What follows belongs to an exercise in optimizing a design on an open flow for small area, a short achievable clock period and few clock cycles per item; a production flow would make more cautious choices.
RTL that was checked went through simulation tests only; none was proved equivalent to the original.
No activity file was given, so power comes from the tool's default toggle rates.

==> flow/design.v <==
`timescale 1ns/1ps
`default_nettype none
module bridgeTop (
  input  wire         pclk,
  input  wire         preset_n,
  input  wire         awvalid,
  output logic        awready,
  input  wire  [31:0] awaddr,
  input  wire  [7:0]  awid,
  input  wire  [7:0]  awlen,
  input  wire  [1:0]  awburst,
  input  wire  [2:0]  awprot,
  input  wire         wvalid,
  output logic        wready,
  input  wire  [31:0] wdata,
  input  wire  [3:0]  wstrb,
  input  wire         arvalid,
  output logic        arready,
  input  wire  [31:0] araddr,
  input  wire  [7:0]  arid,
  input  wire  [7:0]  arlen,
  input  wire  [1:0]  arburst,
  input  wire  [2:0]  arprot,
  output logic        rvalid,
  input  wire         rready,
  output logic [31:0] rdata,
  output logic [1:0]  rresp,
  output logic [7:0]  rid,
  output logic        rlast,
  output logic        bvalid,
  input  wire         bready,
  output logic [1:0]  bresp,
  output logic [7:0]  bid,
  output logic [31:0] paddr,
  output logic [31:0] pwdata,
  output logic [3:0]  pstrb,
  output logic [2:0]  pprot,
  output logic        pwrite,
  output logic        penable,
  output logic [3:0]  psel,
  input  wire  [3:0]  pready,
  input  wire  [3:0]  pslverr,
  input  wire  [127:0] prdata
);
  logic        act;
  logic        turn;       
  logic        oom;        
  logic        incr;
  logic [7:0]  cnt;        
  logic        wHave;      
  logic [14:0] addr;
  logic [3:0]  strb;
  logic        wr;         
  logic [3:0]  rsel;       
  logic        rAcc;       
  logic        wFree;      
  logic        wFreeN;
  logic        last;
  logic        takeW;
  logic        takeR;
  logic        sel;        
  logic        serr;
  logic [31:0] sdata;
  logic        done;
  logic        go;
  logic        wTake;
  logic        actN;
  logic        turnN;
  logic        wHaveN;
  logic        rvalidN;
  logic        bvalidN;
  logic        awOom;
  logic        arOom;
  assign last  = (cnt == 8'd0);
  assign awOom = (awaddr[31:14] != 18'd0);
  assign arOom = (araddr[31:14] != 18'd0);
  assign takeW = awready && awvalid;
  assign takeR = arready && arvalid;
  assign wTake = wready && wvalid;
  always_comb begin
    sel   = 1'b0;
    serr  = 1'b0;
    sdata = 32'd0;
    for (int s = 0; s < 4; s++) begin
      sel   = sel   | (psel[s] & pready[s]);
      serr  = serr  | (psel[s] & pslverr[s]);
      sdata = sdata | ({32{rsel[s]}} & prdata[32*s +: 32]);
    end
  end
  assign done = act && penable && (oom || sel);
  assign go   = act && !penable &&
                (wr ? (wHave && (!last || !bvalid || bready))
                    : (!rvalid || rready));
  assign wFree = !wHave && !rvalid && (act ? (wr && !penable) : turn);
  assign rdata = pwdata;
  assign paddr = {17'd0, addr};
  always_comb begin
    actN    = (act && !(done && last)) || takeW || takeR;
    turnN   = act ? turn : !turn;
    wHaveN  = wTake || (wHave && !(done && wr));
    rvalidN = (done && !wr) || (rvalid && !rready);
    bvalidN = (done && wr && last) || (bvalid && !bready);
    wFreeN  = !wHaveN && !rvalidN &&
              (actN ? ((act ? wr : takeW) && !(penable ? !done : go)) : turnN);
  end
  always_ff @(posedge pclk or negedge preset_n) begin
    if (!preset_n) begin
      act     <= 1'b0;
      turn    <= 1'b0;
      penable <= 1'b0;
      psel    <= 4'd0;
      rsel    <= 4'd0;
      rAcc    <= 1'b0;
      wHave   <= 1'b0;
      rvalid  <= 1'b0;
      bvalid  <= 1'b0;
      awready <= 1'b0;
      arready <= 1'b0;
      wready  <= 1'b0;
    end else begin
      act     <= actN;
      turn    <= turnN;
      wHave   <= wHaveN;
      rvalid  <= rvalidN;
      bvalid  <= bvalidN;
      awready <= !actN && turnN && !bvalidN;
      arready <= !actN && !turnN && !rvalidN && !wHaveN;
      wready  <= wFreeN;
      if (!act) begin
        psel <= (takeW || takeR) && !(turn ? awOom : arOom)
              ? 4'b0001 << (turn ? awaddr[13:12] : araddr[13:12]) : 4'd0;
        rsel <= takeR && !arOom ? 4'b0001 << araddr[13:12] : 4'd0;
      end
      if (go) begin
        penable <= 1'b1;
        rAcc    <= !wr;
      end
      if (done) begin
        penable <= 1'b0;
        rAcc    <= 1'b0;
        if (last) begin
          psel <= 4'd0;
          rsel <= 4'd0;
        end
      end
    end
  end
  always_ff @(posedge pclk) begin
    if (!act) begin
      wr     <= turn;
      pwrite <= awready;
      oom    <= turn ? awOom : arOom;
      incr   <= turn ? (awburst == 2'd1) : (arburst == 2'd1);
      cnt    <= turn ? awlen : arlen;
      pprot  <= turn ? awprot : arprot;
      addr   <= {1'b0, turn ? awaddr[13:0] : araddr[13:0]};
    end else if (done) begin
      cnt <= cnt - 8'd1;
      if (incr) begin
        addr[14:2] <= addr[14:2] + 13'd1;
      end
    end
    if (!act && turn && !bvalid) begin
      bid   <= awid;
      bresp <= 2'd0;
    end else if (done && wr) begin
      bresp <= bresp | {oom | serr, oom};
    end
    if (!act && !turn && !rvalid) begin
      rid <= arid;
    end
    pstrb <= (act ? wr : turn) ? (wFree ? wstrb : strb) : 4'd0;
    if (wFree) begin
      pwdata <= wdata;
      strb   <= wstrb;
    end
    if (rAcc) begin
      pwdata <= sdata;
      rresp  <= {oom | serr, oom};
      rlast  <= last;
    end
  end
endmodule
`default_nettype wire
==> flow/config.mk <==
export PLATFORM = sky130hd
export DESIGN_NAME = bridgeTop
export DESIGN_NICKNAME = bridgeTop
export VERILOG_FILES = /design/flow/design.v
export SDC_FILE = /design/flow/constraint.sdc
export NUM_CORES = 4
export LEC_CHECK = 0
export CAP_MARGIN = 20
export CORE_MARGIN = 2
export CORE_UTILIZATION = 40
export SETUP_SLACK_MARGIN = 2.8
export SLEW_MARGIN = 20
==> flow/constraint.sdc <==
create_clock -name core_clock -period 5.0 [get_ports {pclk}]
set_input_delay 1.0000 -clock core_clock [delete_from_list [all_inputs] [get_ports {pclk}]]
set_output_delay 1.0000 -clock core_clock [all_outputs]
set_load 0.01 [all_outputs]
standard.sh (not shown) runs the stock make flow with config.mk's settings and CLKGATE_MAP_FILE= SYNTH_SCRIPT=/design/flow/synth_recipe.tcl, a recipe that flattens the netlist after the stock synthesis.
==> flow/flow/run.sh <==
#!/bin/bash
# standard ORFS layout (the standard.sh, standard synthesis unchanged),
# with every port buffered by the smallest buffer instead of a delay buffer,
# and no dummy loads in the clock tree
set -euo pipefail
export CTS_ARGS="-sink_clustering_enable -repair_clock_nets -dont_use_dummy_load"
bash standard.sh "BUFFER_PORTS_ARGS=-buffer_cell sky130_fd_sc_hd__buf_1" finish > standard.log 2>&1
==> next run, changes <==
--- a/flow/design.v
+++ b/flow/design.v
@@ -46,15 +46,13 @@
   logic        turn;       
   logic        oom;        
   logic        incr;
   logic [7:0]  cnt;        
   logic        wHave;      
   logic [14:0] addr;
-  logic [3:0]  strb;
   logic        wr;         
-  logic [3:0]  rsel;       
   logic        rAcc;       
   logic        wFree;      
   logic        wFreeN;
   logic        last;
   logic        takeW;
   logic        takeR;
@@ -81,13 +79,13 @@
     sel   = 1'b0;
     serr  = 1'b0;
     sdata = 32'd0;
     for (int s = 0; s < 4; s++) begin
       sel   = sel   | (psel[s] & pready[s]);
       serr  = serr  | (psel[s] & pslverr[s]);
-      sdata = sdata | ({32{rsel[s]}} & prdata[32*s +: 32]);
+      sdata = sdata | ({32{psel[s]}} & prdata[32*s +: 32]);
     end
   end
   assign done = act && penable && (oom || sel);
   assign go   = act && !penable &&
                 (wr ? (wHave && (!last || !bvalid || bready))
                     : (!rvalid || rready));
@@ -106,13 +104,12 @@
   always_ff @(posedge pclk or negedge preset_n) begin
     if (!preset_n) begin
       act     <= 1'b0;
       turn    <= 1'b0;
       penable <= 1'b0;
       psel    <= 4'd0;
-      rsel    <= 4'd0;
       rAcc    <= 1'b0;
       wHave   <= 1'b0;
       rvalid  <= 1'b0;
       bvalid  <= 1'b0;
       awready <= 1'b0;
       arready <= 1'b0;
@@ -126,24 +123,22 @@
       awready <= !actN && turnN && !bvalidN;
       arready <= !actN && !turnN && !rvalidN && !wHaveN;
       wready  <= wFreeN;
       if (!act) begin
         psel <= (takeW || takeR) && !(turn ? awOom : arOom)
               ? 4'b0001 << (turn ? awaddr[13:12] : araddr[13:12]) : 4'd0;
-        rsel <= takeR && !arOom ? 4'b0001 << araddr[13:12] : 4'd0;
       end
       if (go) begin
         penable <= 1'b1;
         rAcc    <= !wr;
       end
       if (done) begin
         penable <= 1'b0;
         rAcc    <= 1'b0;
         if (last) begin
           psel <= 4'd0;
-          rsel <= 4'd0;
         end
       end
     end
   end
   always_ff @(posedge pclk) begin
     if (!act) begin
@@ -166,16 +161,17 @@
     end else if (done && wr) begin
       bresp <= bresp | {oom | serr, oom};
     end
     if (!act && !turn && !rvalid) begin
       rid <= arid;
     end
-    pstrb <= (act ? wr : turn) ? (wFree ? wstrb : strb) : 4'd0;
     if (wFree) begin
       pwdata <= wdata;
-      strb   <= wstrb;
+      pstrb  <= wstrb;
+    end else if (arready) begin
+      pstrb  <= 4'd0;
     end
     if (rAcc) begin
       pwdata <= sdata;
       rresp  <= {oom | serr, oom};
       rlast  <= last;
     end
Result: Via count shrinks by a few percent. Final area shrinks slightly. Sequential power grows by well over a third. Utilization grows by 1.8 points. Wire length shrinks by a few percent.
Testbench counts after the change, summed over its fixed seeds: cycles 10,018, beats 2,933.
The RTL of the first run of this note was laid out without a check of its function.

==> afterwards: timing with drivers on the ports <==
No port has a modelled driver above. Below, the same layouts with a new extraction and two added sets of constraints. Step 1: set_driving_cell puts a clkbuf_16 on pclk and a buf_2 on each other input, an assumption about the parent block. Step 2, shift: input delay + t, output delay - t, t = (earliest + latest rising clock arrival at the registers) / 2. This alone moves slack from input paths to output paths. Three values: no drivers, after step 1, after step 2; two values: the first two.
run	t (ns)	setup WS [ns]	worst hold slack (ns)	latest minus earliest clock arrival (ns)	worst slew at a driven data input, ns
the first run	0.382	2.848 / 2.852 / 2.480	0.472 / 0.472 / 0.472	0.019 / 0.019	0.10
the second run	0.376	2.842 / 2.797 / 2.527	0.498 / 0.498 / 0.498	0.015 / 0.016	0.08
After both steps every run listed still meets setup and hold. For the first run, which loses most, drivers alone change the setup slack by +0.004 ns; drivers and shift together by -0.368 ns.
